Source: an optimization exercise on an open RTL-to-GDS flow (aim: small area, a short achievable clock period and few clock cycles per item). Production flows keep margins and buffers that such runs may drop.
At most, simulation tests tie the RTL to the original design; equivalence was not proved.
For runs 2 to 8, only the layout was checked, not whether the RTL still works.
Power is estimated from default activity; no workload was simulated.

--- flow/design.v ---
package second_pipe_pkg;
    typedef enum logic [5-1:0] {
        op_none = 5'd0,
        op_add  = 5'd1,
        op_addu = 5'd2,
        op_sub  = 5'd3,
        op_subu = 5'd4,
        op_slt  = 5'd5,
        op_sltu = 5'd6,
        op_and  = 5'd7,
        op_or   = 5'd8,
        op_xor  = 5'd9,
        op_nor  = 5'd10,
        op_sll  = 5'd11,
        op_srl  = 5'd12,
        op_sra  = 5'd13,
        op_lui  = 5'd14
    } alu_op_t;
    typedef struct packed {
        alu_op_t                op;
        logic [32-1:0]     a;
        logic [32-1:0]     b;
        logic                   wr_en;
        logic [5-1:0] wr_addr;
        logic [14-1:0]      exc;
    } dec_t;
    typedef struct packed {
        logic                   wr_en;
        logic [5-1:0] wr_addr;
        logic [32-1:0]     wr_data;
        logic [14-1:0]      exc;
    } res_t;
endpackage
module issue_capture (
    input  logic clk,
    input  logic reset,
    input  logic in_req,
    output logic in_ack,
    input  logic out_req,
    input  logic out_ack,
    output logic take
);
    assign take = in_req && !in_ack && !out_req && !out_ack;
    always_ff @(posedge clk) begin
        if (reset) in_ack <= 1'b0;
        else       in_ack <= in_req && (in_ack || take);
    end
endmodule
module alu_execute (
    input  logic [32-1:0]     instr,
    input  logic [1:0]             pc_lo,
    input  logic [32-1:0]     rs_val,
    input  logic [32-1:0]     rt_val,
    input  logic [14-1:0]      exc_in,
    input  logic                   is_nop,
    output logic                   wr_ok,
    output logic [5-1:0] wr_addr,
    output logic [32-1:0]     wr_data,
    output logic [14-1:0]      exc
);
    logic [5:0]  opcode;
    logic [5:0]  funct;
    logic        rtype;
    logic        itype;
    logic        legal;
    logic        sub;
    logic        ov_op;
    logic        uns;
    logic [1:0]  lop;
    logic        lui;
    logic [31:0] b;
    logic [31:0] bx;
    logic [32:0] sum;
    logic        ovf;
    logic        lt;
    logic [31:0] lres;
    logic [4:0]  sh;
    logic        sh_left;
    logic        fill;
    logic [31:0] sh_in;
    logic [31:0] sh_out;
    logic [31:0] sh_res;
    assign opcode = instr[31:26];
    assign funct  = instr[5:0];
    assign rtype  = (opcode == 6'b000000);
    assign itype  = (opcode[5:3] == 3'b001);
    assign legal = rtype ? ((funct[5:3] == 3'b100) ||
                            (funct[5:1] == 5'b10101) ||
                            (funct[5:3] == 3'b000 && funct[1:0] != 2'b01))
                         : itype;
    logic ri;
    assign ri = !opcode[3];
    assign b = ri ? rt_val :
               {{16{instr[15] & ~opcode[2]}}, instr[15:0]};
    assign sub = ri ? (funct[1] & ~funct[2]) : (opcode[1] & ~opcode[2]);
    assign bx  = b ^ {32{sub}};
    logic [33:0] sum_c;
    assign sum_c = {1'b0, rs_val, 1'b1} + {1'b0, bx, sub};
    assign sum   = sum_c[33:1];
    assign ov_op = rtype ? (funct[5:2] == 4'b1000 && !funct[0])
                         : (opcode == 6'b001000);
    assign ovf   = (rs_val[31] == bx[31]) && (sum[31] != rs_val[31]);
    assign uns = ri ? funct[0] : opcode[0];
    assign lt  = uns ? !sum[32] :
                 ((rs_val[31] != b[31]) ? rs_val[31] : sum[31]);
    logic [31:0] p;
    logic [31:0] g;
    logic [31:0] lui_v;
    assign p     = rs_val ^ bx;
    assign g     = rs_val & bx;
    assign lop   = ri ? funct[1:0] : opcode[1:0];
    assign lui   = !ri;
    assign lui_v = {instr[15:0], 16'h0000};
    always_comb begin
        case (lop)
            2'b00:   lres = g;
            2'b01:   lres = p | g;
            2'b10:   lres = p;
            default: lres = lui ? lui_v : ~(p | g);
        endcase
    end
    assign sh      = funct[2] ? rs_val[4:0] : instr[10:6];
    assign sh_left = !funct[1];
    assign fill    = funct[0] & rt_val[31];
    always_comb begin
        for (int i = 0; i < 32; i++) sh_in[i] = sh_left ? rt_val[31-i] : rt_val[i];
    end
    assign sh_out = $unsigned($signed({fill, sh_in}) >>> sh);
    always_comb begin
        for (int i = 0; i < 32; i++) sh_res[i] = sh_left ? sh_out[31-i] : sh_out[i];
    end
    logic sel_sh;
    logic sel_lt;
    logic sel_log;
    logic sel_sum;
    assign sel_sh  = ri & ~funct[5];
    assign sel_lt  = ri ? (funct[5] & funct[3]) : (~opcode[2] & opcode[1]);
    assign sel_log = ri ? (funct[5] & ~funct[3] & funct[2]) : opcode[2];
    assign sel_sum = ri ? (funct[5] & ~funct[3] & ~funct[2]) : (~opcode[2] & ~opcode[1]);
    assign wr_data = ({32{sel_sh}} & sh_res) | ({32{sel_log}} & lres) |
                     ({32{sel_sum}} & sum[31:0]) | {31'd0, sel_lt & lt};
    assign wr_addr = ri ? instr[15:11] : instr[20:16];
    assign wr_ok   = legal && !is_nop;
    always_comb begin
        exc = exc_in;
        if (ov_op && ovf && !is_nop)  exc[1] = 1'b1;
        if (!legal && !is_nop)        exc[2] = 1'b1;
        if (pc_lo != 2'b00)           exc[6] = 1'b1;
    end
endmodule
module result_handshake (
    input  logic clk,
    input  logic reset,
    input  logic take,
    output logic out_req,
    input  logic out_ack
);
    always_ff @(posedge clk) begin
        if (reset) out_req <= 1'b0;
        else       out_req <= take || (out_req && !out_ack);
    end
endmodule
module second_pipe_top (
    input  logic                   clk,
    input  logic                   reset,
    input  logic                   in_req,
    output logic                   in_ack,
    input  logic [32-1:0]     instr,
    input  logic [32-1:0]     pc,
    input  logic [32-1:0]     rs_val,
    input  logic [32-1:0]     rt_val,
    input  logic [14-1:0]      exc_in,
    input  logic                   is_nop,
    output logic                   out_req,
    input  logic                   out_ack,
    output logic                   wr_en,
    output logic [5-1:0] wr_addr,
    output logic [32-1:0]     wr_data,
    output logic [14-1:0]      exc_out
);
    logic                   x_wr_ok;
    logic [5-1:0] x_wr_addr;
    logic [32-1:0]     x_wr_data;
    logic [14-1:0]      x_exc;
    logic                   take;
    logic                   wr_ok_q;
    alu_execute u_execute (
        .instr(instr), .pc_lo(pc[1:0]), .rs_val(rs_val), .rt_val(rt_val),
        .exc_in(exc_in), .is_nop(is_nop),
        .wr_ok(x_wr_ok), .wr_addr(x_wr_addr), .wr_data(x_wr_data), .exc(x_exc)
    );
    issue_capture u_capture (
        .clk(clk), .reset(reset), .in_req(in_req), .in_ack(in_ack),
        .out_req(out_req), .out_ack(out_ack), .take(take)
    );
    result_handshake u_result (
        .clk(clk), .reset(reset), .take(take),
        .out_req(out_req), .out_ack(out_ack)
    );
    always_ff @(posedge clk) begin
        if (!out_req) begin
            wr_ok_q <= x_wr_ok;
            wr_addr <= x_wr_addr;
            wr_data <= x_wr_data;
            exc_out <= x_exc;
        end
    end
    assign wr_en = wr_ok_q && (exc_out == '0);
endmodule
--- flow/flow/run.sh ---
#!/bin/bash
# The standard layout (standard.sh, ORFS make), with plain buffers on
# the ports instead of the delay cells buffer_ports picks by default.
# Each ORFS step logs to its own file under orfs/logs; make's output goes
# to make.log and the DEF export's to write_def.log.
set -euo pipefail
export BUFFER_PORTS_ARGS="-buffer_cell sky130_fd_sc_hd__buf_2"
export ADDER_MAP_FILE=
bash standard.sh > make.log 2>&1
--- flow/standard.sh ---
#!/bin/bash
# synth_recipe.tcl (not shown) runs the flow's synth.tcl, then flattens the netlist and writes it again
# the make line also repeats each setting of config.mk as NAME=value (left out here)
make -C /OpenROAD-flow-scripts/flow DESIGN_CONFIG=/design/flow/config.mk WORK_HOME=/design/flow/orfs CLKGATE_MAP_FILE= SYNTH_SCRIPT=/design/flow/synth_recipe.tcl "${@:-finish}"
--- flow/config.mk ---
export PLATFORM = sky130hd
export DESIGN_NAME = second_pipe_top
export DESIGN_NICKNAME = second_pipe_top
export VERILOG_FILES = /design/flow/design.v
export SDC_FILE = /design/flow/constraint.sdc
export NUM_CORES = 4
export LEC_CHECK = 0
export ABC_AREA = 1
export CAP_MARGIN = 20
export CORE_MARGIN = 2
export CORE_UTILIZATION = 40
export SETUP_SLACK_MARGIN = 1.5
export SLEW_MARGIN = 20
--- flow/constraint.sdc ---
create_clock -name core_clock -period 5.0 [get_ports {clk}]
set_input_delay 1.0000 -clock core_clock [delete_from_list [all_inputs] [get_ports {clk}]]
set_output_delay 1.0000 -clock core_clock [all_outputs]
set_load 0.01 [all_outputs]
==> notes.md, run 1 <==
antenna cell count=0; Total GRT Usage=0.3383; Peak VDD IR=131.0 µV; largest net degree at the start of global routing=54; CP Max Fanout=26; synthesized area=0.009410 mm²; CP required=5.05 ns; Cells after Synth=1686; Slew @ Worst Pin=1.093 ns; total CTS buffers=5; Vias=12130; Ys Warns=4; Switch Pwr=1.250 mW; Die Height=157.4 µm; CTS tree=yes; vias per cell=5.654; Pwr Density=224.0 mW/mm²; initial DRC count=1343; worst r2r path cells=3; Port Buf Inserts=165; unrepaired setup endpoints after global routing=yes; Seq/Total Area, Yosys=0.1702; number of remaining DRC errors=0; period utilization=0.6947; RD Place Congestion=1.046; CORE AREA=0.02326 mm²; Sequential Power Share=0.240; Setup-failing EPs final=0; Initial DRT Pass Iterations=5; final wirelength=42450 µm; setup tns final=0 ns; Post-synth EDFFs=52; hold endpoint=u_capture.in_ack$_SDFF_PP0_; Yosys reg bits=54; Post-CTS Hold Fix Bufs=0; CTS sink cnt=54; die width=157.4 µm; final non-filler cell total=2145; Starting Density=0.4045; Worst Path Class, Setup=primary input to flip-flop; # placed instances=2122; r2r endpoint=u_capture.in_ack$_SDFF_PP0_; Reg clk slew, reported paths=0.07 ns; reg2reg start=u_result.out_req$_SDFF_PP0_; cell row count=56; GRT overflow=0; clock share of power=0.148; synthesis-to-layout area growth=17.82%; hold_ws=0.5599 ns; Pleak=5.483 nW; first-pass GRT wire length=62710 µm; average instance area after synthesis=5.581 µm²; Tmin final=3.474 ns; Comb pwr share=0.612; H-tree levels=2; I/O pin count=201; Cell Int Power=1.234 mW; maxcap violations=0; Critical Path End Type=flip-flop; initial antenna violation count=1; Unique masters post-synth=56; Pwr Total=2.484 mW; Worst slew margin=0.2704; Slew Viols, Final=0; worst clock skew=0.001397 ns; Clock Tree Buf Depth=2; final hold violation count=0; Startpoint Class=primary input; Worst Hold Class=flip-flop to flip-flop; Die ar.=0.02477 mm²; Mapped Nets=1833; minimum setup slack among reg-to-reg paths=3.41 ns; switching share of power=0.5033; hold path depth=2; asr flop ratio synth=0; later-pin clock latency in the skew report=0.31 ns; DP HPWL=34350 µm; fmax=0.2879 GHz; share of cells above drive strength 1=0.2371; Synth Flop Type=edfxtp_1; post-DR wirelength/cell=19.79 µm; status=timing/DRC/antenna clean; vias in the first global route=10650; ANT nets after route=0; hold_sp=u_capture.in_ack$_SDFF_PP0_; Arrival @ worst endpoint=3.52 ns; root buf cell=clkbuf_16; final layout net count=1972
-- synth_stat cells (all sizes together), types with 3 or more instances --
cell type | number | area share
nand2 | 599 | 0.26
o21ai | 222 | 0.12
inv | 199 | 0.080
nor2 | 162 | 0.077
nand3 | 156 | 0.097
a21oi | 77 | 0.043
edfxtp | 52 | 0.17
clkbuf | 41 | 0.016
buf | 36 | 0.027
o211ai | 26 | 0.021
nor3 | 22 | 0.013
o22ai | 18 | 0.012
o21bai | 9 | 0.0084
o221ai | 9 | 0.0084
or2 | 7 | 0.0047
nand3b | 6 | 0.0060
o31ai | 6 | 0.0053
nor4 | 5 | 0.0033
a31oi | 4 | 0.0027
a211oi | 3 | 0.0024
a221oi | 3 | 0.0028
clkinv | 3 | 0.0012
mux2i | 3 | 0.0032
nand4 | 3 | 0.0020
xor2 | 3 | 0.0028
-- critical path, cell delays in order --
cell	delay, ns
buf_12	0.19
inv_4	0.09
buf_8	0.17
nand2_4	0.16
nand2_8	0.15
nand2_1	0.13
nand2_1	0.07
nand2_2	0.09
nand2_2	0.11
o21ai_0	0.41
nand2_1	0.10
nand2_1	0.12
nand2_1	0.06
nand2_1	0.11
a21oi_1	0.06
nand3_1	0.18
a21oi_1	0.09
nand2_1	0.10
nand2_1	0.11
-- cell families after synthesis --
logic type / synth area share
xor+xnor: 0.002793
flops: 0.1702
buf+inv: 0.1242
mux: 0.003191
simple gates: 0.4652
compound gates: 0.2344
-- through the flow --
stage,instance area [µm²],worst slack [ns],util
after global routing,11090,1.476,0.4766
after detailed placement,10450,0.5303,0.4492
after floorplan,9410,2.024,-
final,11090,1.526,0.4766
after CTS,10750,1.473,0.4619
after global placement,10450,0.5271,0.4492
-- cells in the final DEF (no fill, tap or decap), types with 20 or more instances in the layout --
master / count
nand2_1: 519
inv_1: 168
buf_2: 162
o21ai_0: 146
nor2_1: 130
nand3_1: 130
nand2_2: 68
a21oi_1: 68
o21ai_1: 55
edfxtp_1: 52
buf_4: 32
o211ai_1: 26
inv_2: 25
nand3_2: 24
nor3_1: 20
-- repair_timing --
action	4_1_cts	5_1_grt
gates cloned	5	1
pin swaps	4	13
resized for setup	26	91
buffers inserted	2	7
endpoints found under the hold margin	0	0
setup endpoints to repair	33	31
-- flip-flops by register name (all words and copies together) (netlist names) --
| register | count |
|---|---|
| wr_data | 32 |
| exc_out | 14 |
| u_capture.in_ack | 1 |
| wr_ok_q | 1 |
| u_result.out_req | 1 |
| wr_addr | 5 |
-- power groups by stage --
stage | Combinational [mW] | Sequential [mW] | Clock (mW)
2_1_floorplan | 0.895 | 0.646 | 0
3_5_place_dp | 1.40 | 0.608 | 0
5_1_grt | 1.65 | 0.603 | 0.395
3_3_place_gp | 1.39 | 0.605 | 0
6_report | 1.52 | 0.596 | 0.368
4_1_cts | 1.42 | 0.597 | 0.378
-- worst max-delay path by stage --
stage | from | end | cells after the start
floorplan | instr[29] | wr_data[16]$_DFFE_PN_ | 17
global placement | instr[2] | wr_data[20]$_DFFE_PN_ | 11
detailed placement | instr[2] | wr_data[20]$_DFFE_PN_ | 11
CTS | instr[2] | wr_data[20]$_DFFE_PN_ | 17
global route | instr[29] | wr_data[0]$_DFFE_PN_ | 19
finish | instr[29] | wr_data[0]$_DFFE_PN_ | 19
-- layer usage --
metal | global-route usage | wire, µm
met1 | 0.4687 | 17960
met2 | 0.5007 | 17600
met3 | 0.06525 | 4719
met4 | 0.1649 | 2162
met5 | 0 | 12
-- final cells by class --
class	count	area, µm²
Inverter	202	782.0
Fill cell	2562	12180
Tap cell	319	399.1
Sequential cell	54	1602
Clock inverter	3	25.02
Timing Repair Buffer	203	1206
Multi-Input combinational cell	1356	6930
Clock buffer	5	125.1
Timing Repair inverter	3	17.52
Testbench counts, summed over its fixed seeds: cycles 19,985, items 8,000.
==> run 2, diff against run 1 <==
--- a/flow/design.v
+++ b/flow/design.v
@@ -102,6 +102,5 @@
     assign ovf   = (rs_val[31] == bx[31]) && (sum[31] != rs_val[31]);
     assign uns = ri ? funct[0] : opcode[0];
-    assign lt  = uns ? !sum[32] :
-                 ((rs_val[31] != b[31]) ? rs_val[31] : sum[31]);
+    assign lt  = !sum[32] ^ (!uns & (rs_val[31] ^ b[31]));
     logic [31:0] p;
     logic [31:0] g;
==> run 2 against run 1 <==
Sequential power about the same. Clock power fell by 1%. Synthesized area is essentially flat. Global-route usage down 1.1 points. Synthesized cell count is 4.9% higher. Largest cell class unchanged. First-iteration DRC count increased by 15%. Utilization is 0.73 points lower.
==> notes.md, run 2 <==
CP max-delay cell=o21ai_0; cell with the most instances after synthesis=nand2_1; Die ar.=0.02479 mm²; Fill cells=2606; CP required=5.07 ns; Worst Hold Class=flip-flop to flip-flop; Setup-failing EPs final=0; Pleak=5.766 nW; CP cell instances=buf_8 -> inv_6 -> nand3_4 -> nand2_4 -> nand2_1 -> nand3b_1 -> nand2_2 -> o21ai_0 -> nor2_1 -> nand2_1 -> nand3_1 -> nand2_2 -> nand2_2 -> nand2_1 -> nand2_1 -> nand3_2 -> nand2_1; dpl cell area=0.01042 mm²; DP HPWL=33810 µm; Peak VDD IR=150.7 µV; Yosys reg bits=54; unrepaired setup endpoints after global routing=yes; CORE AREA=0.02326 mm²; Crit path largest cell delay=0.40 ns; average instance area after synthesis=5.327 µm²; H-tree levels=2; Tmin final=3.444 ns; Reg with most FFs=wr_data; CTS tree=yes; initial antenna violation count=0; die width=157.4 µm; asr flop ratio synth=0; Clock Tree Buf Depth=2; Vias=12390; share of cells above drive strength 1=0.1791; largest registers=wr_data: 32 flops, exc_out: 14 flops, wr_addr: 5 flops; final wirelength=41910 µm; Seq/Total Area, Yosys=0.1701; antenna cell count=0; Pwr Density=220.8 mW/mm²; cell row count=56; largest net degree at the start of global routing=54; Cells after Synth=1768; synthesized area=0.009418 mm²; final layout net count=2039; synthesis-to-layout area growth=15.92%; most area-consuming cells after synthesis=nand2_1 25%, edfxtp_1 17%, nand3_1 12%, inv_1 8.6%, o21ai_0 8.2%; post-DR wirelength/cell=18.95 µm; Worst Path Class, Setup=primary input to flip-flop; reg2reg start=u_result.out_req$_SDFF_PP0_; max FFs per register=32; Yosys top cell by area=nand2_1; RD Place Congestion=1.025; Ys Warns=4; Unique masters post-synth=49; worst r2r path cells=3; Port Buf Inserts=165; Mapped Nets=1915; total CTS buffers=5; Initial DRT Pass Iterations=6; number of remaining DRC errors=0; I/O pin count=201; commonest non-fill, non-tap cell in the layout=nand2_1; status=timing/DRC/antenna clean; Post-Synth XOR/XNOR Area=0; fmax=0.2903 GHz; later-pin clock latency in the skew report=0.31 ns; period utilization=0.6889; root buf cell=clkbuf_16; ANT nets after route=0; hold endpoint=u_capture.in_ack$_SDFF_PP0_; Slew @ Worst Pin=0.9534 ns; Die Height=157.4 µm; area of the multi-input gates=0.006731 mm²; maxcap violations=0; Worst slew margin=0.3629; worst clock skew=0.01054 ns; r2r endpoint=u_capture.in_ack$_SDFF_PP0_; first-pass GRT wire length=61380 µm; Critical Path End Type=flip-flop; Startpoint Class=primary input; Synth Flop Type=edfxtp_1; Post-synth EDFFs=52; synthesized-area fraction occupied by adder cells=0; Critical Path Most Common Cell=nand2_1; largest family of logic cells by synthesized area=simple AND/OR/NAND/NOR gates; vias per cell=5.603; setup tns final=0 ns; commonest cells after routing, fill and taps aside=607 x nand2_1, 221 x nand3_1, 215 x inv_1, 162 x buf_2, 148 x o21ai_0; minimum setup slack among reg-to-reg paths=3.39 ns; Reg clk slew, reported paths=0.08 ns; initial DRC count=1551; Slew Viols, Final=0; Total GRT Usage=0.3273; top cells by count, synth=616 x nand2_1, 226 x nand3_1, 217 x inv_1; hold path depth=2; final hold violation count=0; CTS sink cnt=54; GRT overflow=0; Arrival @ worst endpoint=3.52 ns; vias in the first global route=10720; Starting Density=0.4049; Compound-Gate Fraction of Synth Area=0.2063; Yosys top cell area share=0.2455; Synth Area in Simple Gates=0.4792; register area=0.001602 mm²; CP Max Fanout=23; hold_sp=u_capture.in_ack$_SDFF_PP0_; fin area=0.01092 mm²; proportion of synthesized area in mux cells=0.004251
==> run 2: per-layer routing <==
layer	vias up	track usage	wire [µm]
met4	0	0.1459	2024
met2	775	0.4978	17400
met5	-	0	0
met1	5469	0.4509	17410
li1	6036	-	-
met3	113	0.05782	5072
==> run 2: power by group <==
| group | total [mW] | switching, mW | internal [mW] |
|---|---|---|---|
| sequential | 0.594 | 0.0158 | 0.578 |
| clock | 0.364 | 0.177 | 0.186 |
| combinational | 1.45 | 1.02 | 0.436 |
| total | 2.41 | 1.21 | 1.20 |
==> run 2: cell families (layout without fill, tap and decap cells) <==
group	Yosys count	after routing
compound gates	339	339
simple gates	1054	1056
mux	4	4
buf+inv	317	440
flops	54	54
==> run 2: per-stage QoR <==
step	worst slack (ns)	std cells	power (mW)	util	hold WS, ns
CTS	1.470	2205	2.335	0.4569	0.5591
detailed placement	0.8328	2197	1.962	0.4481	0.5418
finish	1.556	2212	2.410	0.4693	0.5551
global placement	0.8687	2197	1.948	0.4481	0.5336
global route	1.460	2212	2.573	0.4693	0.5838
floorplan	2.127	1768	1.520	-	0.5628
==> run 2: layout make-up <==
cell class              count  area share
multi-input cells        1399      0.6166
flip-flops and latches     54      0.1467
repair buffers            192      0.1028
inverters                 239     0.08355
well taps                 319     0.03656
clock buffers               5     0.01146
clock inverters             3    0.001834
repair inverters            1   0.0004585
==> run 2: repair_timing <==
item,CTS,global route
hold buffers,0,0
cloned,0,4
buffers inserted,0,3
hold endpoints to repair,0,0
gates resized for setup,17,55
setup endpoints to repair,25,28
pin swaps,0,2
==> run 2: worst max-delay path by stage <==
| stage | start | to | slack, ns |
|---|---|---|---|
| after floorplan | instr[29] | wr_data[31]$_DFFE_PN_ | 2.13 |
| after global placement | instr[29] | exc_out[1]$_SDFFCE_PP1N_ | 0.87 |
| after detailed placement | instr[29] | exc_out[1]$_SDFFCE_PP1N_ | 0.83 |
| after CTS | instr[29] | exc_out[1]$_SDFFCE_PP1N_ | 1.47 |
| after global routing | instr[29] | exc_out[1]$_SDFFCE_PP1N_ | 1.46 |
| final | instr[29] | exc_out[1]$_SDFFCE_PP1N_ | 1.56 |
==> run 2: critical path, delay by kind of cell <==
| family | cells | cell delay [ns] |
|---|---|---|
| AO/OA/AOI/OAI | 1 | 0.40 |
| buffers and inverters | 2 | 0.33 |
| AND/OR/NAND/NOR | 14 | 1.77 |
==> run 3, diff against run 2 <==
--- a/flow/config.mk
+++ b/flow/config.mk
@@ -12,2 +12,3 @@
 export SETUP_SLACK_MARGIN = 1.5
 export SLEW_MARGIN = 20
+export TNS_END_PERCENT = 10
==> run 3 against run 2 <==
Maximum frequency barely moved. Design area fell by 0.29%. Highest routed layer unchanged. Via count rose by 0.15%. Worst hold slack is essentially flat. Synthesized area unchanged. Global-route usage is the same. Non-clock buffer count is the same. Critical endpoint unchanged. Routed wire length fell by 0.28%. Clock skew is 0.00065 ns higher. Register-to-register slack is essentially flat. Cell count about the same.
==> notes.md, run 3 <==
Clock Tree Buf Depth=2; CP Max Fanout=23; Reg clk slew, reported paths=0.08 ns; clock share of power=0.151; Sequential Power Share=0.247; status=timing/DRC/antenna clean; Pwr Density=220.9 mW/mm²; Comb pwr share=0.602; Mapped Nets=1915; ANT nets after route=0; Vias=12410; worst clock skew=0.01120 ns; Switch Pwr=1.206 mW; Final Util=0.4679; Peak VDD IR=151.2 µV; total CTS buffers=5; Slew @ Worst Pin=0.9690 ns; Unique masters post-synth=49; antenna cell count=0; Yosys reg bits=54; share of cells above drive strength 1=0.1765; Reg with most FFs=wr_data; die width=157.4 µm; initial DRC count=1491; Crit path largest cell delay=0.39 ns; RD Place Congestion=1.025; CP cell instances=buf_6 -> inv_6 -> nand3_4 -> nand2_8 -> nand2_1 -> nand3_1 -> nand2_2 -> o21ai_0 -> nor2_1 -> nand2_1 -> nand3_1 -> nand2_2 -> nand2_2 -> nand2_1 -> nand2_1 -> nand3_2 -> nand2_1; Fill cells=2610; CP max-delay cell=o21ai_0; switching share of power=0.5015; unrepaired setup endpoints after global routing=yes; number of remaining DRC errors=0; vias per cell=5.613; maxcap violations=0; Critical Path End Type=flip-flop; synthesis-to-layout area growth=15.58%; Ys Warns=4; Initial DRT Pass Iterations=6; final wirelength=41790 µm; GRT overflow=0; Post-synth EDFFs=52; Pleak=5.756 nW; Slew Viols, Final=0; Worst Path Class, Setup=primary input to flip-flop; first-pass GRT wire length=61380 µm; synthesized area=0.009418 mm²; vias in the first global route=10720; fmax=0.2905 GHz; average instance area after synthesis=5.327 µm²; post-DR wirelength/cell=18.90 µm; Arrival @ worst endpoint=3.51 ns; final non-filler cell total=2211; CTS tree=yes; Worst Hold Class=flip-flop to flip-flop; commonest cells after routing, fill and taps aside=609 x nand2_1, 221 x nand3_1, 215 x inv_1, 162 x buf_2, 148 x o21ai_0; largest registers=wr_data: 32 flops, exc_out: 14 flops, wr_addr: 5 flops; CP required=5.07 ns; asr flop ratio synth=0; Die ar.=0.02479 mm²; final layout net count=2038; Synth Flop Type=edfxtp_1; Port Buf Inserts=165; root buf cell=clkbuf_16; initial antenna violation count=0; H-tree levels=2; period utilization=0.6884; commonest non-fill, non-tap cell in the layout=nand2_1; Critical Path Most Common Cell=nand2_1; Worst slew margin=0.3525; top cells by count, synth=616 x nand2_1, 226 x nand3_1, 217 x inv_1; Startpoint Class=primary input; most area-consuming cells after synthesis=nand2_1 25%, edfxtp_1 17%, nand3_1 12%, inv_1 8.6%, o21ai_0 8.2%; Die Height=157.4 µm; final hold violation count=0; cell row count=56; CTS sink cnt=54; Total GRT Usage=0.3273; Setup-failing EPs final=0; DP HPWL=33810 µm; Tmin final=3.442 ns; Starting Density=0.4049; # placed instances=2197; Seq/Total Area, Yosys=0.1701; Cell Int Power=1.199 mW; Yosys top cell by area=nand2_1; I/O pin count=201; CORE AREA=0.02326 mm²; max FFs per register=32; later-pin clock latency in the skew report=0.31 ns; Post-CTS Hold Fix Bufs=0; Yosys top cell area share=0.2455; largest net degree at the start of global routing=54; cell with the most instances after synthesis=nand2_1; Cells after Synth=1768; setup tns final=0 ns
-- run 3: cell counts after synthesis --
No cell type changed its count.
-- run 3: logic make-up (layout without fill, tap and decap cells) --
logic type / after synthesis / after routing / synth area share
AO/OA/AOI/OAI: 339 / 339 / 0.2063
buffers and inverters: 317 / 440 / 0.1402
flip-flops: 54 / 54 / 0.1701
multiplexers: 4 / 4 / 0.004252
AND/OR/NAND/NOR: 1054 / 1055 / 0.4792
-- run 3: path summary, 6_finish.rpt --
| check | from | endpoint | slack (ns) | depth (start not counted) |
|---|---|---|---|---|
| max | instr[29] | exc_out[1]$_SDFFCE_PP1N_ | 1.56 | 17 |
| min | u_capture.in_ack$_SDFF_PP0_ | u_capture.in_ack$_SDFF_PP0_ | 0.56 | 2 |
| max reg2reg | u_result.out_req$_SDFF_PP0_ | u_capture.in_ack$_SDFF_PP0_ | 3.38 | 3 |
| min reg2reg | u_capture.in_ack$_SDFF_PP0_ | u_capture.in_ack$_SDFF_PP0_ | 0.56 | 2 |
-- run 3: timing repair --
item                       4_1_cts  5_1_grt
setup buffers                    0        3
setup endpoints to repair       25       28
pin swaps                        0        2
cloned                           0        3
resized for setup               17       49
-- run 3: cell type report --
| type | instances | area, µm² | share of cell area |
|---|---|---|---|
| clock inverters | 3 | 20.02 | 0.001839 |
| well taps | 319 | 399.1 | 0.03667 |
| clock buffers | 5 | 125.1 | 0.01149 |
| repair buffers | 192 | 1115 | 0.1024 |
| repair inverters | 1 | 5.005 | 0.0004598 |
| inverters | 239 | 912.1 | 0.08379 |
| multi-input cells | 1398 | 6708 | 0.6162 |
| flip-flops and latches | 54 | 1602 | 0.1471 |
-- run 3: stage by stage --
step	cell area, µm²	hold WS, ns	setup WS [ns]	total power, mW
after floorplan	9418	0.5628	2.127	1.520
after global placement	10420	0.5336	0.8687	1.948
after detailed placement	10420	0.5418	0.8328	1.962
after CTS	10630	0.5591	1.470	2.335
after global routing	10890	0.5838	1.419	2.568
final	10890	0.5550	1.558	2.405
-- run 3: power groups by stage --
stage | clock (mW) | combinational (mW) | sequential [mW]
finish | 0.363 | 1.45 | 0.594
global route | 0.382 | 1.58 | 0.602
detailed placement | 0 | 1.36 | 0.605
CTS | 0.372 | 1.37 | 0.595
global placement | 0 | 1.35 | 0.603
floorplan | 0 | 0.875 | 0.645
-- run 3: routing by layer --
layer  wire length [µm]  track usage  up-vias  share of wire
met5                  0            0        -              0
met3               4633      0.05782       99           0.11
li1                   -            -     6031              -
met1              17800       0.4509     5567           0.43
met2              17530       0.4978      714           0.42
met4               1826       0.1459        0          0.044
-- run 3: critical path, delay by kind of cell --
| kind | cells | cell delay, ns |
|---|---|---|
| AND/OR/NAND/NOR | 14 | 1.75 |
| AO/OA/AOI/OAI | 1 | 0.39 |
| buffers and inverters | 2 | 0.34 |
==> run 4, diff against run 3 <==
--- a/flow/config.mk
+++ b/flow/config.mk
@@ -10,5 +10,5 @@
 export CORE_MARGIN = 2
 export CORE_UTILIZATION = 40
+export PLACE_DENSITY = 0.8
 export SETUP_SLACK_MARGIN = 1.5
 export SLEW_MARGIN = 20
-export TNS_END_PERCENT = 10
==> run 4 against run 3 <==
Routed wire length up 3.5%. Cell count up 0.32%. Global-route usage up 1.4 points. Still clean. Critical path type unchanged. Sequential cell count unchanged. Die area unchanged. Clock power down 5%. Largest cell class unchanged.
==> notes.md, run 4 <==
status=timing/DRC/antenna clean; Worst Path Class, Setup=primary input to flip-flop; final layout net count=2045; Critical Path End Type=flip-flop; Die ar.=0.02479 mm²; Mapped Nets=1915; Yosys top cell by area=nand2_1; pre-CTS WS=0.6945 ns; CP required=5.02 ns; maxcap violations=0; Reg clk slew, reported paths=0.07 ns; fmax=0.2920 GHz; initial antenna violation count=1; final hold violation count=0; CTS tree=yes; Seq/Total Area, Yosys=0.1701; Setup-failing EPs final=0; first-pass GRT wire length=63270 µm; hold path depth=2; number of remaining DRC errors=0; ANT nets after route=0; share of cells above drive strength 1=0.1906; cell row count=56; Yosys reg bits=54; Cell Int Power=1.211 mW; asr flop ratio synth=0; H-tree levels=2; die width=157.4 µm; commonest non-fill, non-tap cell in the layout=nand2_1; unrepaired setup endpoints after global routing=yes; RD Place Congestion=1.032; antenna cell count=0; Arrival @ worst endpoint=3.45 ns; Synth Flop Type=edfxtp_1; Initial DRT Pass Iterations=6; Port Buf Inserts=165; Slew Viols, Final=0; commonest cells after routing, fill and taps aside=596 x nand2_1, 216 x inv_1, 215 x nand3_1, 162 x buf_2, 145 x o21ai_0; most area-consuming cells after synthesis=nand2_1 25%, edfxtp_1 17%, nand3_1 12%, inv_1 8.6%, o21ai_0 8.2%; Worst Hold Class=flip-flop to flip-flop; Die Height=157.4 µm; worst r2r path cells=2; period utilization=0.6849; switching share of power=0.5014; Vias=12520; total CTS buffers=5; average instance area after synthesis=5.327 µm²; Worst slew margin=0.3856; vias per cell=5.642; Yosys top cell area share=0.2455; Post-CTS Hold Fix Bufs=0; post-DR wirelength/cell=19.50 µm; Comb pwr share=0.613; root buf cell=clkbuf_16; initial DRC count=1375; final wirelength=43240 µm; CP Max Fanout=21; CTS sink cnt=54; Reg with most FFs=wr_data; Post-synth EDFFs=52; Clock Tree Buf Depth=2; Fill cells=2640; Ys Warns=4; Starting Density=0.4049; Pleak=5.827 nW; largest net degree at the start of global routing=70; Sequential Power Share=0.245; cell with the most instances after synthesis=nand2_1; Peak VDD IR=123.2 µV; minimum setup slack among reg-to-reg paths=3.77 ns; setup tns final=0 ns; synthesis-to-layout area growth=17.75%; Pwr Density=219.1 mW/mm²; Tmin final=3.425 ns; Switch Pwr=1.218 mW; top cells by count, synth=616 x nand2_1, 226 x nand3_1, 217 x inv_1; DP HPWL=35050 µm; Slew @ Worst Pin=0.9194 ns; I/O pin count=201; Cells after Synth=1768; Startpoint Class=primary input; largest registers=wr_data: 32 flops, exc_out: 14 flops, wr_addr: 5 flops; max FFs per register=32; later-pin clock latency in the skew report=0.31 ns; CORE AREA=0.02326 mm²; GRT overflow=0; clock share of power=0.142; worst clock skew=0.006906 ns; setup ws final=1.575 ns; synthesized area=0.009418 mm²; vias in the first global route=10890; Total GRT Usage=0.3410; Unique masters post-synth=49
-- run 4: final timing paths --
| check | end | startpoint |
|---|---|---|
| setup / recovery | wr_data[17]$_DFFE_PN_ | instr[29] |
| hold / removal | u_result.out_req$_SDFF_PP0_ | u_result.out_req$_SDFF_PP0_ |
| setup reg to reg | exc_out[13]$_DFFE_PN_ | u_result.out_req$_SDFF_PP0_ |
| hold reg to reg | u_result.out_req$_SDFF_PP0_ | u_result.out_req$_SDFF_PP0_ |
-- run 4: what timing repair did --
action | in CTS | in global routing
resized for setup | 31 | 72
buffers inserted | 3 | 5
endpoints found under the setup margin | 32 | 29
pin swaps | 3 | 5
cloned | 4 | 0
-- run 4: stage by stage --
step                      hold WS, ns  utilization  instance area, µm²  std cells  power [mW]
after global placement         0.5214       0.4481               10420       2197       1.957
after detailed placement       0.5541       0.4481               10420       2197       1.970
after global routing           0.6212       0.4767               11090       2218       2.589
after CTS                      0.5690       0.4637               10790       2212       2.338
final                          0.5624       0.4767               11090       2218       2.429
after floorplan                0.5628            -                9418       1768       1.520
-- run 4: per-layer routing --
layer  GRT usage  part of all wire  vias to the layer above
li1            -                 -                     6040
met4      0.1450             0.049                        2
met1      0.4488              0.40                     5646
met5           0           0.00028                        -
met3     0.06415              0.11                      118
met2      0.5448              0.43                      709
-- run 4: logic make-up (layout without fill, tap and decap cells) --
| family | Yosys count | in the layout | share of synthesized area |
|---|---|---|---|
| AND/OR/NAND/NOR | 1054 | 1057 | 0.4792 |
| AO/OA/AOI/OAI | 339 | 340 | 0.2063 |
| buffers and inverters | 317 | 444 | 0.1402 |
| flip-flops | 54 | 54 | 0.1701 |
| multiplexers | 4 | 4 | 0.004252 |
-- run 4: power by group through the flow --
stage / registers [mW] / logic, mW / clock network, mW
finish: 0.596 / 1.49 / 0.345
global route: 0.604 / 1.62 / 0.361
CTS: 0.598 / 1.40 / 0.345
detailed placement: 0.608 / 1.36 / 0
global placement: 0.604 / 1.35 / 0
floorplan: 0.645 / 0.875 / 0
-- run 4: final cells by class --
cell class,instances,area (µm²),area share
Clock buffer,5,125.1,0.01128
Clock inverter,3,16.27,0.001467
Inverter,239,909.6,0.08203
Multi-Input combinational cell,1401,6895,0.6218
Sequential cell,54,1602,0.1444
Tap cell,319,399.1,0.03599
Timing Repair Buffer,197,1142,0.1030
-- run 4: critical path, cell delays in order --
cell and delay [ns]:
buf_8 0.18, inv_6 0.09, buf_6 0.16, nand3_4 0.07, buf_12 0.15, nand2_8 0.11
nand2_1 0.15, nand2_1 0.07, nand2_1 0.14, nand2_2 0.13, inv_2 0.10, nand2_1 0.12
nor2_2 0.21, nand2_1 0.17, inv_2 0.08, nand3_1 0.12, nand3_1 0.12, nand2_1 0.05
nand3_1 0.06, nand3_1 0.14
==> run 5, diff against run 4 <==
--- a/flow/design.v
+++ b/flow/design.v
@@ -95,7 +95,31 @@
     assign sub = ri ? (funct[1] & ~funct[2]) : (opcode[1] & ~opcode[2]);
     assign bx  = b ^ {32{sub}};
-    logic [33:0] sum_c;
-    assign sum_c = {1'b0, rs_val, 1'b1} + {1'b0, bx, sub};
-    assign sum   = sum_c[33:1];
+    logic [31:0] ap;
+    logic [31:0] ag;
+    logic [31:0] sp [0:5];
+    logic [31:0] sg [0:5];
+    logic [32:0] cy;
+    assign ap = rs_val ^ bx;
+    assign ag = rs_val & bx;
+    assign sp[0] = ap;
+    assign sg[0] = ag;
+    always_comb begin
+        for (int k = 0; k < 5; k++) begin
+            for (int i = 0; i < 32; i++) begin
+                if (i[k]) begin
+                    sg[k+1][i] = sg[k][i] | (sp[k][i] & sg[k][((i >> k) << k) - 1]);
+                    sp[k+1][i] = sp[k][i] & sp[k][((i >> k) << k) - 1];
+                end else begin
+                    sg[k+1][i] = sg[k][i];
+                    sp[k+1][i] = sp[k][i];
+                end
+            end
+        end
+    end
+    assign cy[0] = sub;
+    always_comb begin
+        for (int i = 0; i < 32; i++) cy[i+1] = sg[5][i] | (sp[5][i] & sub);
+    end
+    assign sum = {cy[32], ap ^ cy[31:0]};
     assign ov_op = rtype ? (funct[5:2] == 4'b1000 && !funct[0])
                          : (opcode == 6'b001000);
--- a/flow/config.mk
+++ b/flow/config.mk
@@ -10,5 +10,4 @@
 export CORE_MARGIN = 2
 export CORE_UTILIZATION = 40
-export PLACE_DENSITY = 0.8
 export SETUP_SLACK_MARGIN = 1.5
 export SLEW_MARGIN = 20
==> run 5 against run 4 <==
Clock skew decreased by 0.0025 ns. Still clean on timing, DRC and antenna. Routed wire length fell by 13%. Clock power increased by about 10%. Setup slack better by 0.018 ns. Utilization shrank 0.17 points. Count of clock-buffer cells in the layout unchanged. Power decreased by 6.9%. Sequential cell count stayed put. Worst hold slack got worse by 0.028 ns. Critical path type unchanged.
==> notes.md, run 5 <==
CP Max Fanout=23; later-pin clock latency in the skew report=0.31 ns; Final Util=0.4750; CP required=5.04 ns; Initial DRT Pass Iterations=6; largest net degree at the start of global routing=54; status=timing/DRC/antenna clean; maxcap violations=0; Top delay family on crit path=simple AND/OR/NAND/NOR gates; Worst Path Class, Setup=primary input to flip-flop; GRT met3 Usage=0.05660; CTS tree=yes; Yosys top cell by area=nand2_1; final layout net count=1903; CTS sink cnt=54; Yosys top cell area share=0.2513; Buf/Inv on CP=3; CORE AREA=0.02169 mm²; CP cell instances=buf_4 -> inv_2 -> nand3_4 -> nand2_8 -> buf_12 -> nand2_1 -> nand3_2 -> nand2_2 -> nor2_2 -> nand3_2 -> nor2_4 -> nand3_1 -> nand3_4 -> nand2_1 -> nand2_1 -> nand2_1 -> nand3_1 -> nand2_1; vias in the first global route=9943; average instance area after synthesis=5.404 µm²; Pwr Total=2.261 mW; Crit path largest cell delay=0.20 ns; DP HPWL=29820 µm; Arrival @ worst endpoint=3.44 ns; Seq/Total Area, Yosys=0.1821; Slew Viols, Final=0; RD Place Congestion=1.018; Reg clk slew, reported paths=0.08 ns; Vias=11480; pre-CTS WS=0.4964 ns; met1 GRT Util=0.4294; Slew @ Worst Pin=0.8842 ns; reg2reg start=u_result.out_req$_SDFF_PP0_; Die Height=152.3 µm; synthesized area=0.008797 mm²; Pleak=5.316 nW; vias per cell=5.632; synthesis-to-layout area growth=17.10%; fmax=0.2935 GHz; cell with the most instances after synthesis=nand2_1; top cells by count, synth=589 x nand2_1, 245 x nand3_1, 174 x inv_1; root buf cell=clkbuf_16; total CTS buffers=5; Mapped Nets=1775; hold_ws=0.5346 ns; hold endpoint=u_result.out_req$_SDFF_PP0_; hold_sp=u_capture.in_ack$_SDFF_PP0_; Ys Warns=6; Port Buf Inserts=165; commonest non-fill, non-tap cell in the layout=nand2_1; Pwr Density=219.5 mW/mm²; Yosys reg bits=54; period utilization=0.6814; Post-synth EDFFs=52; Worst Hold Class=flip-flop to flip-flop; max FFs per register=32; initial antenna violation count=1; ANT nets after route=0; Critical Path Most Common Cell=nand2_1; dpl cell area=0.009742 mm²; Clock Tree Buf Depth=2; Unique masters post-synth=48; Reg with most FFs=wr_data; final hold violation count=0; unrepaired setup endpoints after global routing=yes; I/O pin count=201; H-tree levels=2; Synth Flop Type=edfxtp_1; # placed instances=2016; commonest cells after routing, fill and taps aside=578 x nand2_1, 242 x nand3_1, 169 x inv_1, 163 x buf_2, 142 x o21ai_0; setup tns final=0 ns; GRT busiest layer=met2; worst clock skew=0.004403 ns; Total GRT Usage=0.3065; most area-consuming cells after synthesis=nand2_1 25%, edfxtp_1 18%, nand3_1 14%, o21ai_0 8.9%, inv_1 7.4%; r2r endpoint=u_result.out_req$_SDFF_PP0_; hold path depth=3; worst r2r path cells=2; cell row count=54; minimum setup slack among reg-to-reg paths=3.39 ns; GR Layer Usage met2=0.4736; die width=152.3 µm; initial DRC count=1184; Post-CTS Hold Fix Bufs=0; Peak VDD IR=122.6 µV; number of remaining DRC errors=0; setup ws final=1.593 ns; Startpoint Class=primary input; Tmin final=3.407 ns; post-DR wirelength/cell=18.48 µm; Die ar.=0.02320 mm²; final wirelength=37660 µm; largest registers=wr_data: 32 flops, exc_out: 14 flops, wr_addr: 5 flops; asr flop ratio synth=0; Starting Density=0.4056; Setup-failing EPs final=0; Critical Path End Type=flip-flop; Worst slew margin=0.4106; Cells after Synth=1628; CP max-delay cell=nor2_4; fin area=0.01030 mm²; final non-filler cell total=2038; share of cells above drive strength 1=0.1764; first-pass GRT wire length=56300 µm; GRT overflow=0
-- run 5: area by class of cell --
| cell class | instances | area [µm²] |
|---|---|---|
| Fill cell | 2388 | 11390 |
| Multi-Input combinational cell | 1297 | 6202 |
| Sequential cell | 54 | 1602 |
| Timing Repair Buffer | 200 | 1209 |
| Inverter | 197 | 777.0 |
| Tap cell | 280 | 350.3 |
| Clock buffer | 5 | 125.1 |
| Clock inverter | 3 | 28.78 |
| Timing Repair inverter | 1 | 5.005 |
| Antenna cell | 1 | 2.502 |
-- run 5: routing by layer --
layer  vias to the layer above  part of all wire
met5                         -                 0
met4                         0             0.040
met3                        71              0.10
met2                       594              0.43
met1                      5153              0.43
li1                       5660                 -
-- run 5: how the worst max path moves through the flow --
stage                   start  depth (start not counted)                  endpoint  slack [ns]
finish               instr[2]                         18     wr_data[17]$_DFFE_PN_        1.59
global route         instr[2]                         18  exc_out[1]$_SDFFCE_PP1N_        1.47
CTS                  instr[2]                         13     wr_data[27]$_DFFE_PN_        1.51
detailed placement  instr[29]                         18     wr_data[23]$_DFFE_PN_        0.50
global placement    instr[29]                         18     wr_data[23]$_DFFE_PN_        0.61
floorplan           instr[29]                         20     wr_data[23]$_DFFE_PN_        1.95
-- run 5: cell families after synthesis --
| family | count (synthesis) | synth area share |
|---|---|---|
| AND/OR/NAND/NOR | 999 | 0.4891 |
| AO/OA/AOI/OAI | 293 | 0.1921 |
| buffers and inverters | 278 | 0.1321 |
| flip-flops | 54 | 0.1821 |
| multiplexers | 4 | 0.004551 |
-- run 5: worst reg2reg max path: stages (launching register included) --
cell and delay [ns]:
dfxtp_1 0.37, clkinv_2 0.69, a211oi_1 0.46
-- run 5: power by group --
part | leakage [nW] | internal [mW] | total, mW | switching, mW
sequential | 0.568 | 0.578 | 0.594 | 0.0162
clock | 0.0759 | 0.192 | 0.381 | 0.189
combinational | 4.67 | 0.408 | 1.29 | 0.878
-- run 5: repair_timing --
item	4_1_cts	5_1_grt
setup endpoints to repair	31	30
cloned	0	2
pin swaps	1	4
resized for setup	31	59
buffers inserted	3	8
==> run 6, diff against run 5 <==
--- a/flow/config.mk
+++ b/flow/config.mk
@@ -10,4 +10,5 @@
 export CORE_MARGIN = 2
 export CORE_UTILIZATION = 40
-export SETUP_SLACK_MARGIN = 1.5
+export SETUP_SLACK_MARGIN = 1.7
 export SLEW_MARGIN = 20
+export TNS_END_PERCENT = 10
==> run 6 against run 5 <==
Synthesized area did not move. Design area rose by 4.9%. Sequential share of layout area fell by 0.73 points. Via count rose by 1.7%. Utilization rose by 2.3 points. Critical path type unchanged. Critical endpoint unchanged. Largest cell class unchanged. Highest routed layer unchanged.
==> notes.md, run 6 <==
number of remaining DRC errors=0; Reg clk slew, reported paths=0.08 ns; unrepaired setup endpoints after global routing=yes; GRT overflow=0; RD Place Congestion=1.018; average instance area after synthesis=5.404 µm²; worst clock skew=0.004326 ns; Worst slew margin=0.4089; ANT nets after route=0; Die Height=152.3 µm; later-pin clock latency in the skew report=0.31 ns; DP HPWL=29820 µm; setup ws final=1.674 ns; initial DRC count=1053; Clock Tree Buf Depth=2; CP required=5.04 ns; Slew @ Worst Pin=0.8866 ns; Mapped Nets=1775; largest registers=wr_data: 32 flops, exc_out: 14 flops, wr_addr: 5 flops; max FFs per register=32; final layout net count=1917; share of cells above drive strength 1=0.2134; Seq/Total Area, Yosys=0.1821; reg2reg start=u_result.out_req$_SDFF_PP0_; Startpoint Class=primary input; Starting Density=0.4056; Initial DRT Pass Iterations=5; Synth Flop Type=edfxtp_1; Peak VDD IR=128.1 µV; largest net degree at the start of global routing=54; Tmin final=3.326 ns; vias per cell=5.690; Cells after Synth=1628; root buf cell=clkbuf_16; I/O pin count=201; Die ar.=0.02320 mm²; Yosys reg bits=54; CP Max Fanout=11; CP startpoint=instr[28]; pre-CTS WS=0.4964 ns; CTS tree=yes; Worst Path Class, Setup=primary input to flip-flop; period utilization=0.6652; Vias=11670; maxcap violations=0; Critical Path End Type=flip-flop; Pwr Density=216.7 mW/mm²; commonest cells after routing, fill and taps aside=557 x nand2_1, 231 x nand3_1, 166 x inv_1, 162 x buf_2, 122 x o21ai_0; vias in the first global route=10000; Arrival @ worst endpoint=3.37 ns; setup tns final=0 ns; Total GRT Usage=0.3089; hold_sp=u_capture.in_ack$_SDFF_PP0_; final hold violation count=0; commonest non-fill, non-tap cell in the layout=nand2_1; most area-consuming cells after synthesis=nand2_1 25%, edfxtp_1 18%, nand3_1 14%, o21ai_0 8.9%, inv_1 7.4%; initial antenna violation count=0; first-pass GRT wire length=56700 µm; fmax=0.3007 GHz; asr flop ratio synth=0; Slew Viols, Final=0; antenna cell count=0; Yosys top cell area share=0.2513; CTS sink cnt=54; cell row count=54; final wirelength=39080 µm; Yosys top cell by area=nand2_1; total CTS buffers=5; top cells by count, synth=589 x nand2_1, 245 x nand3_1, 174 x inv_1; status=timing/DRC/antenna clean; Port Buf Inserts=165; Setup-failing EPs final=0; CORE AREA=0.02169 mm²; Post-synth EDFFs=52; Pleak=5.522 nW; cell with the most instances after synthesis=nand2_1; H-tree levels=2; Ys Warns=6; Worst Hold Class=flip-flop to flip-flop; synthesis-to-layout area growth=22.84%; synthesized area=0.008797 mm²; Unique masters post-synth=48; post-DR wirelength/cell=19.05 µm; Reg with most FFs=wr_data; die width=152.3 µm
[run 6: cell counts after synthesis]
Identical to the previous run, type by type.
[run 6: cells by family after synthesis]
family | count (synthesis) | share of synthesized area
buf+inv | 278 | 0.1321
flops | 54 | 0.1821
compound gates | 293 | 0.1921
simple gates | 999 | 0.4891
mux | 4 | 0.004551
[run 6: layout make-up]
cell class	instances	area, µm²
Clock buffer	5	125.1
Clock inverter	3	28.78
Fill cell	2329	10880
Inverter	197	808.3
Multi-Input combinational cell	1298	6422
Sequential cell	54	1602
Tap cell	280	350.3
Timing Repair Buffer	213	1459
Timing Repair inverter	1	11.26
[run 6: worst max-delay path, stage by stage]
cell and delay, ns:
buf_2 0.17, inv_2 0.08, nand3_4 0.13, buf_4 0.18, nand2_4 0.10, clkbuf_16 0.18, nand2_2 0.07, nand3b_2 0.12
nand2_2 0.10, nor2_2 0.19, nand3_2 0.15, nor2_4 0.18, nand3_1 0.13, nand3_4 0.17, nand2_1 0.11, nand2_1 0.07
nand2_1 0.05, nand3_1 0.06, nand2_1 0.12
[run 6: per-layer routing]
metal / GRT usage / routed length [µm]
met1: 0.4315 / 16590
met3: 0.05802 / 3985
met2: 0.4704 / 16550
met4: 0.1233 / 1963
met5: 0 / 0
[run 6: power by group]
group | total (mW) | internal (mW) | switching (mW)
Combinational | 1.36 | 0.447 | 0.918
Sequential | 0.595 | 0.578 | 0.0165
Clock | 0.382 | 0.192 | 0.190
Total | 2.34 | 1.22 | 1.13
[run 6: path summary, 6_finish.rpt]
| path | cells past startpoint | slack (ns) | endpoint |
|---|---|---|---|
| setup / recovery | 19 | 1.67 | wr_data[17]$_DFFE_PN_ |
| hold / removal | 3 | 0.53 | u_result.out_req$_SDFF_PP0_ |
| setup reg to reg | 1 | 3.39 | wr_data[31]$_DFFE_PN_ |
| hold reg to reg | 3 | 0.53 | u_result.out_req$_SDFF_PP0_ |
[run 6: through the flow]
step           instance area, µm²  utilization  instances  hold WS, ns  power (mW)
2_1_floorplan                8797            -       1628       0.5599       1.426
3_3_place_gp                 9742       0.4492       2016       0.5131       1.793
3_5_place_dp                 9742       0.4492       2016       0.5280       1.805
4_1_cts                     10220       0.4711       2032       0.5410       2.223
5_1_grt                     10810       0.4983       2051       0.6105       2.488
6_report                    10810       0.4983       2051       0.5324       2.342
[run 6: what timing repair did]
action                                  4_1_cts  5_1_grt
gates resized for setup                      66      118
gates cloned                                  1        6
endpoints found under the setup margin       33       30
pin swaps                                     3       15
setup buffers                                 7       13
hold buffers                                  0        0
==> run 7, diff against run 6 <==
--- a/flow/design.v
+++ b/flow/design.v
@@ -103,5 +103,5 @@
     assign ag = rs_val & bx;
     assign sp[0] = ap;
-    assign sg[0] = ag;
+    assign sg[0] = {ag[31:1], ag[0] | (ap[0] & sub)};
     always_comb begin
         for (int k = 0; k < 5; k++) begin
@@ -119,5 +119,5 @@
     assign cy[0] = sub;
     always_comb begin
-        for (int i = 0; i < 32; i++) cy[i+1] = sg[5][i] | (sp[5][i] & sub);
+        for (int i = 0; i < 32; i++) cy[i+1] = sg[5][i];
     end
     assign sum = {cy[32], ap ^ cy[31:0]};
--- a/flow/config.mk
+++ b/flow/config.mk
@@ -10,5 +10,4 @@
 export CORE_MARGIN = 2
 export CORE_UTILIZATION = 40
-export SETUP_SLACK_MARGIN = 1.7
+export SETUP_SLACK_MARGIN = 1.5
 export SLEW_MARGIN = 20
-export TNS_END_PERCENT = 10
==> run 7 against run 6 <==
Still clean. Worst hold slack improved by 0.021 ns. Cell count decreased by 2.4%. Critical path depth decreased by 8. First-iteration DRC count increased by 4.8%. Power decreased by 3.9%. Via count decreased by 4.7%. Setup slack got worse by 0.11 ns. Sequential power about the same. Clock power about the same. Synthesized cell count decreased by 3.0%. Sequential share of layout area increased by 0.98 points. Largest cell class unchanged.
==> notes.md, run 7 <==
cell with the most instances after synthesis=nand2_1; Clock Tree Buf Depth=2; H-tree levels=2; Yosys reg bits=54; hold_ws=0.5539 ns; Slew @ Worst Pin=1.112 ns; largest registers=wr_data: 32 flops, exc_out: 14 flops, wr_addr: 5 flops; minimum setup slack among reg-to-reg paths=3.37 ns; pre-CTS WS=0.6858 ns; initial DRC count=1104; Reg clk slew, reported paths=0.07 ns; Die ar.=0.02257 mm²; setup ws final=1.560 ns; share of cells above drive strength 1=0.1807; final wirelength=35930 µm; CTS tree=yes; top cells by count, synth=592 x nand2_1, 233 x nand3_1, 176 x inv_1; final layout net count=1873; synthesized area=0.008554 mm²; first-pass GRT wire length=53340 µm; register area=0.001602 mm²; Fill cells=2320; Pwr Density=222.0 mW/mm²; later-pin clock latency in the skew report=0.32 ns; asr flop ratio synth=0; CORE AREA=0.02102 mm²; dpl cell area=0.009554 mm²; initial antenna violation count=0; post-DR wirelength/cell=17.95 µm; Worst Hold Class=flip-flop to flip-flop; Post-synth EDFFs=52; period utilization=0.6880; Slew Viols, Final=0; fmax=0.2907 GHz; unrepaired setup endpoints after global routing=no; Tmin final=3.440 ns; Pleak=5.324 nW; setup tns final=0 ns; Total GRT Usage=0.3065; Die Height=150.2 µm; Cells after Synth=1579; total CTS buffers=5; Yosys top cell by area=nand2_1; area of the multi-input gates=0.006037 mm²; Yosys top cell area share=0.2598; Seq/Total Area, Yosys=0.1872; fin area=0.01013 mm²; Initial DRT Pass Iterations=6; Startpoint Class=primary input; number of remaining DRC errors=0; commonest cells after routing, fill and taps aside=587 x nand2_1, 231 x nand3_1, 170 x inv_1, 162 x buf_2, 134 x o21ai_0; Port Buf Inserts=165; Setup-failing EPs final=0; Reg with most FFs=wr_data; Post-CTS Hold Fix Bufs=0; Worst slew margin=0.2577; ANT nets after route=0; cell row count=53; worst clock skew=0.01495 ns; RD Place Congestion=1.022; Synth Flop Type=edfxtp_1; CTS sink cnt=54; vias in the first global route=9662; status=timing/DRC/antenna clean; synthesis-to-layout area growth=18.46%; most area-consuming cells after synthesis=nand2_1 26%, edfxtp_1 18%, nand3_1 14%, o21ai_0 8.8%, inv_1 7.7%; final hold violation count=0; root buf cell=clkbuf_16; largest net degree at the start of global routing=54; I/O pin count=201; CP required=5.02 ns; CP Max Fanout=20; antenna cell count=0; GRT overflow=0; Peak VDD IR=132.5 µV; DP HPWL=28240 µm; max FFs per register=32; Critical Path End Type=flip-flop; vias per cell=5.553; Arrival @ worst endpoint=3.46 ns; Ys Warns=6; maxcap violations=0; Vias=11120; Starting Density=0.4069; die width=150.2 µm; average instance area after synthesis=5.418 µm²; commonest non-fill, non-tap cell in the layout=nand2_1; Worst Path Class, Setup=primary input to flip-flop; Unique masters post-synth=53; Mapped Nets=1726
## run 7: stage by stage
step,cells,util,total power [mW]
after floorplan,1579,-,1.415
after global routing,2002,0.4821,2.413
after CTS,1978,0.4663,2.182
final,2002,0.4821,2.250
after global placement,1968,0.4545,1.774
after detailed placement,1968,0.4545,1.786
## run 7: what timing repair did
action                                 CTS  global route
gates cloned                             0             6
pin swaps                                1             4
endpoints found under the hold margin    0             0
setup endpoints to repair               26            27
resized for setup                       23            42
buffers inserted                         2            18
## run 7: area by class of cell
| cell class | count | area share |
|---|---|---|
| multi-input combinational | 1268 | 0.5958 |
| sequential | 54 | 0.1580 |
| timing repair buffer | 214 | 0.1266 |
| inverter | 181 | 0.06927 |
| tap | 275 | 0.03395 |
| clock buffer | 5 | 0.01235 |
| clock inverter | 3 | 0.002840 |
| timing repair inverter | 2 | 0.001235 |
## run 7: cells by family after synthesis
logic type	after synthesis	synth area share
DFF	54	0.1872
AOI/OAI and AO/OA	290	0.1964
muxes	2	0.002340
buffers and inverters	260	0.1264
and+or+nand+nor	970	0.4846
xor gates and xnor gates	3	0.003072
## run 7: per-layer routing
metal  up-vias  global-route usage  share of wire
met5         -                   0              0
li1       5515                   -              -
met4         0              0.1170          0.043
met3        70             0.05939           0.10
met1      4977              0.4209           0.43
met2       556              0.4749           0.43
## run 7: final timing paths
kind                                    start                     endpoint  depth (start not counted)
setup reg to reg  u_result.out_req$_SDFF_PP0_        wr_data[12]$_DFFE_PN_                          1
hold / removal    u_capture.in_ack$_SDFF_PP0_  u_capture.in_ack$_SDFF_PP0_                          2
hold reg to reg   u_capture.in_ack$_SDFF_PP0_  u_capture.in_ack$_SDFF_PP0_                          2
setup / recovery                    instr[29]        wr_data[16]$_DFFE_PN_                         11
## run 7: report_power, final
group	total [mW]	switching, mW	internal [mW]
sequential	0.594	0.0166	0.578
clock	0.382	0.189	0.193
combinational	1.27	0.860	0.413
## run 7: worst max-delay path, cell delays in order
cell and delay, ns:
buf_8 0.15, buf_8 0.17, o21ai_2 0.71, inv_1 0.14, nand2_1 0.26, buf_4 0.25
clkinvlp_4 0.27, nand2_1 0.14, o221ai_1 0.11, nand2_1 0.07, nand3_1 0.16
==> run 8, diff against run 7 <==
--- a/flow/config.mk
+++ b/flow/config.mk
@@ -12,2 +12,3 @@
 export SETUP_SLACK_MARGIN = 1.5
 export SLEW_MARGIN = 20
+export TNS_END_PERCENT = 10
==> run 8 against run 7 <==
Sequential share of layout area stayed put. Maximum frequency did not move. Sequential power is essentially flat. Routed wire length is the same. Power unchanged. Utilization is the same. Critical endpoint unchanged. Largest cell class unchanged.
==> notes.md, run 8 <==
RD Place Congestion=1.022; Arrival @ worst endpoint=3.46 ns; period utilization=0.6880; Ys Warns=6; Port Buf Inserts=165; Setup-failing EPs final=0; CP Max Fanout=20; Peak VDD IR=132.5 µV; CTS tree=yes; CORE AREA=0.02102 mm²; Yosys top cell area share=0.2598; Vias=11120; largest net degree at the start of global routing=54; post-DR wirelength/cell=17.95 µm; H-tree levels=2; Worst Path Class, Setup=primary input to flip-flop; Pwr Density=222.0 mW/mm²; clock share of power=0.170; Comb pwr share=0.566; Pleak=5.324 nW; Reg clk slew, reported paths=0.07 ns; status=timing/DRC/antenna clean; final wirelength=35930 µm; Slew Viols, Final=0; hold path depth=2; share of cells above drive strength 1=0.1807; CP required=5.02 ns; Post-synth EDFFs=52; switching share of power=0.4738; commonest cells after routing, fill and taps aside=587 x nand2_1, 231 x nand3_1, 170 x inv_1, 162 x buf_2, 134 x o21ai_0; final hold violation count=0; number of remaining DRC errors=0; Slew @ Worst Pin=1.112 ns; Critical Path End Type=flip-flop; root buf cell=clkbuf_16; Seq/Total Area, Yosys=0.1872; Die Height=150.2 µm; initial antenna violation count=0; Unique masters post-synth=53; final layout net count=1873; Cell Int Power=1.184 mW; ANT nets after route=0; setup tns final=0 ns; cell with the most instances after synthesis=nand2_1; Yosys top cell by area=nand2_1; Pwr Total=2.250 mW; cell row count=53; unrepaired setup endpoints after global routing=no; CP max-delay cell=o21ai_2; Yosys reg bits=54; CP cell instances=buf_8 -> buf_8 -> o21ai_2 -> inv_1 -> nand2_1 -> buf_4 -> clkinvlp_4 -> nand2_1 -> o221ai_1 -> nand2_1 -> nand3_1; maxcap violations=0; antenna cell count=0; vias per cell=5.553; Switch Pwr=1.066 mW; GRT overflow=0; Total GRT Usage=0.3065; first-pass GRT wire length=53340 µm; Crit path largest cell delay=0.71 ns; Reg with most FFs=wr_data; average instance area after synthesis=5.418 µm²; Initial DRT Pass Iterations=6; top cells by count, synth=592 x nand2_1, 233 x nand3_1, 176 x inv_1; largest registers=wr_data: 32 flops, exc_out: 14 flops, wr_addr: 5 flops; Cells after Synth=1579; initial DRC count=1104; DP HPWL=28240 µm; Clock Tree Buf Depth=2; Worst slew margin=0.2577; Mapped Nets=1726; Post-CTS Hold Fix Bufs=0; synthesized area=0.008554 mm²; Startpoint Class=primary input; Die ar.=0.02257 mm²; I/O pin count=201; fmax=0.2907 GHz; synthesis-to-layout area growth=18.46%; Worst Hold Class=flip-flop to flip-flop; commonest non-fill, non-tap cell in the layout=nand2_1; most area-consuming cells after synthesis=nand2_1 26%, edfxtp_1 18%, nand3_1 14%, o21ai_0 8.8%, inv_1 7.7%; total CTS buffers=5; asr flop ratio synth=0; Sequential Power Share=0.264; vias in the first global route=9662; Tmin final=3.440 ns; worst r2r path cells=1; CTS sink cnt=54; max FFs per register=32; Synth Flop Type=edfxtp_1; later-pin clock latency in the skew report=0.32 ns; Critical Path Most Common Cell=nand2_1; Starting Density=0.4069; worst clock skew=0.01495 ns; die width=150.2 µm
run 8: cell counts after synthesis:
Identical to the previous run, type by type.
run 8: path summary, 6_finish.rpt:
kind | start | endpoint | slack, ns
max | instr[29] | wr_data[16]$_DFFE_PN_ | 1.56
min | u_capture.in_ack$_SDFF_PP0_ | u_capture.in_ack$_SDFF_PP0_ | 0.55
max reg2reg | u_result.out_req$_SDFF_PP0_ | wr_data[12]$_DFFE_PN_ | 3.37
min reg2reg | u_capture.in_ack$_SDFF_PP0_ | u_capture.in_ack$_SDFF_PP0_ | 0.55
run 8: timing repair:
item                                   CTS  global route
endpoints found under the hold margin    0             0
pin swaps                                1             4
buffers inserted                         2            18
resized for setup                       22            43
setup endpoints to repair               26            27
cloned                                   0             6
run 8: metal layers:
metal | vias up | GRT usage | wire length (µm)
li1 | 5515 | - | -
met1 | 4977 | 0.4209 | 15320
met2 | 556 | 0.4749 | 15460
met3 | 70 | 0.05939 | 3611
met4 | 0 | 0.1170 | 1529
met5 | - | 0 | 0
run 8: cell families (layout without fill, tap and decap cells):
group,count (synthesis),count (layout),synth area share
simple gates,970,973,0.4846
xor+xnor,3,3,0.003072
flops,54,54,0.1872
compound gates,290,290,0.1964
buf+inv,260,405,0.1264
mux,2,2,0.002340
run 8: area by class of cell:
cell class                 count  area (µm²)
tap                          275       344.1
timing repair buffer         214        1282
clock buffer                   5       125.1
multi-input combinational   1268        6037
clock inverter                 3       28.78
timing repair inverter         2       12.51
fill                        2320       10890
inverter                     181       701.9
sequential                    54        1602
run 8: worst max-delay path: cells and delay by family:
| kind | cells | cell delay [ns] |
|---|---|---|
| buffers and inverters | 5 | 0.98 |
| AO/OA/AOI/OAI | 2 | 0.82 |
| AND/OR/NAND/NOR | 4 | 0.63 |
run 8: power by group through the flow:
stage / Clock [mW] / Combinational, mW / Sequential [mW]
6_report: 0.382 / 1.27 / 0.594
3_3_place_gp: 0 / 1.17 / 0.605
5_1_grt: 0.403 / 1.41 / 0.604
4_1_cts: 0.389 / 1.20 / 0.595
2_1_floorplan: 0 / 0.771 / 0.644
3_5_place_dp: 0 / 1.18 / 0.606
run 8: metrics by stage:
step | setup WS [ns] | cell area (µm²) | hold slack [ns] | instances | util
2_1_floorplan | 2.033 | 8554 | 0.5628 | 1579 | -
3_3_place_gp | 0.7541 | 9554 | 0.5375 | 1968 | 0.4545
3_5_place_dp | 0.6858 | 9554 | 0.5460 | 1968 | 0.4545
4_1_cts | 1.477 | 9797 | 0.5622 | 1978 | 0.4660
5_1_grt | 1.506 | 10130 | 0.5824 | 2002 | 0.4821
6_report | 1.560 | 10130 | 0.5539 | 2002 | 0.4821

==> afterwards: timing with drivers on the ports <==
How much do the figures lean on ideal ports? The routed layouts below were timed once more, with nothing changed but the port constraints.
Step 1 assumes that a clkbuf_16 drives the clock port and a buf_2 every other input.
Step 2 moves the port delays by t, midway between the first and last clock arrival at a register: inputs arrive t later, outputs are due t later. That takes back most of the time a late clock gives input paths.
a / b / c = ideal ports / drivers / drivers and shift; a / b = the first two.
run | shift t [ns] | setup WS [ns] | hold slack, ns
run 1 | 0.353 | 1.526 / 1.509 / 1.156 | 0.560 / 0.560 / 0.560
run 2 | 0.352 | 1.556 / 1.562 / 1.209 | 0.555 / 0.555 / 0.555
run 3 | 0.351 | 1.558 / 1.572 / 1.221 | 0.555 / 0.555 / 0.555
run 4 | 0.348 | 1.575 / 1.567 / 1.219 | 0.562 / 0.562 / 0.562
run 5 | 0.350 | 1.593 / 1.606 / 1.255 | 0.535 / 0.535 / 0.535
run 6 | 0.356 | 1.674 / 1.550 / 1.194 | 0.532 / 0.532 / 0.532
run 7 | 0.354 | 1.560 / 1.557 / 1.203 | 0.554 / 0.554 / 0.554
run 8 | 0.354 | 1.560 / 1.557 / 1.203 | 0.554 / 0.554 / 0.554
After both steps setup and hold are still met in every run listed. For run 6, which loses most, drivers alone change the setup slack by -0.124 ns; drivers and shift together by -0.480 ns.
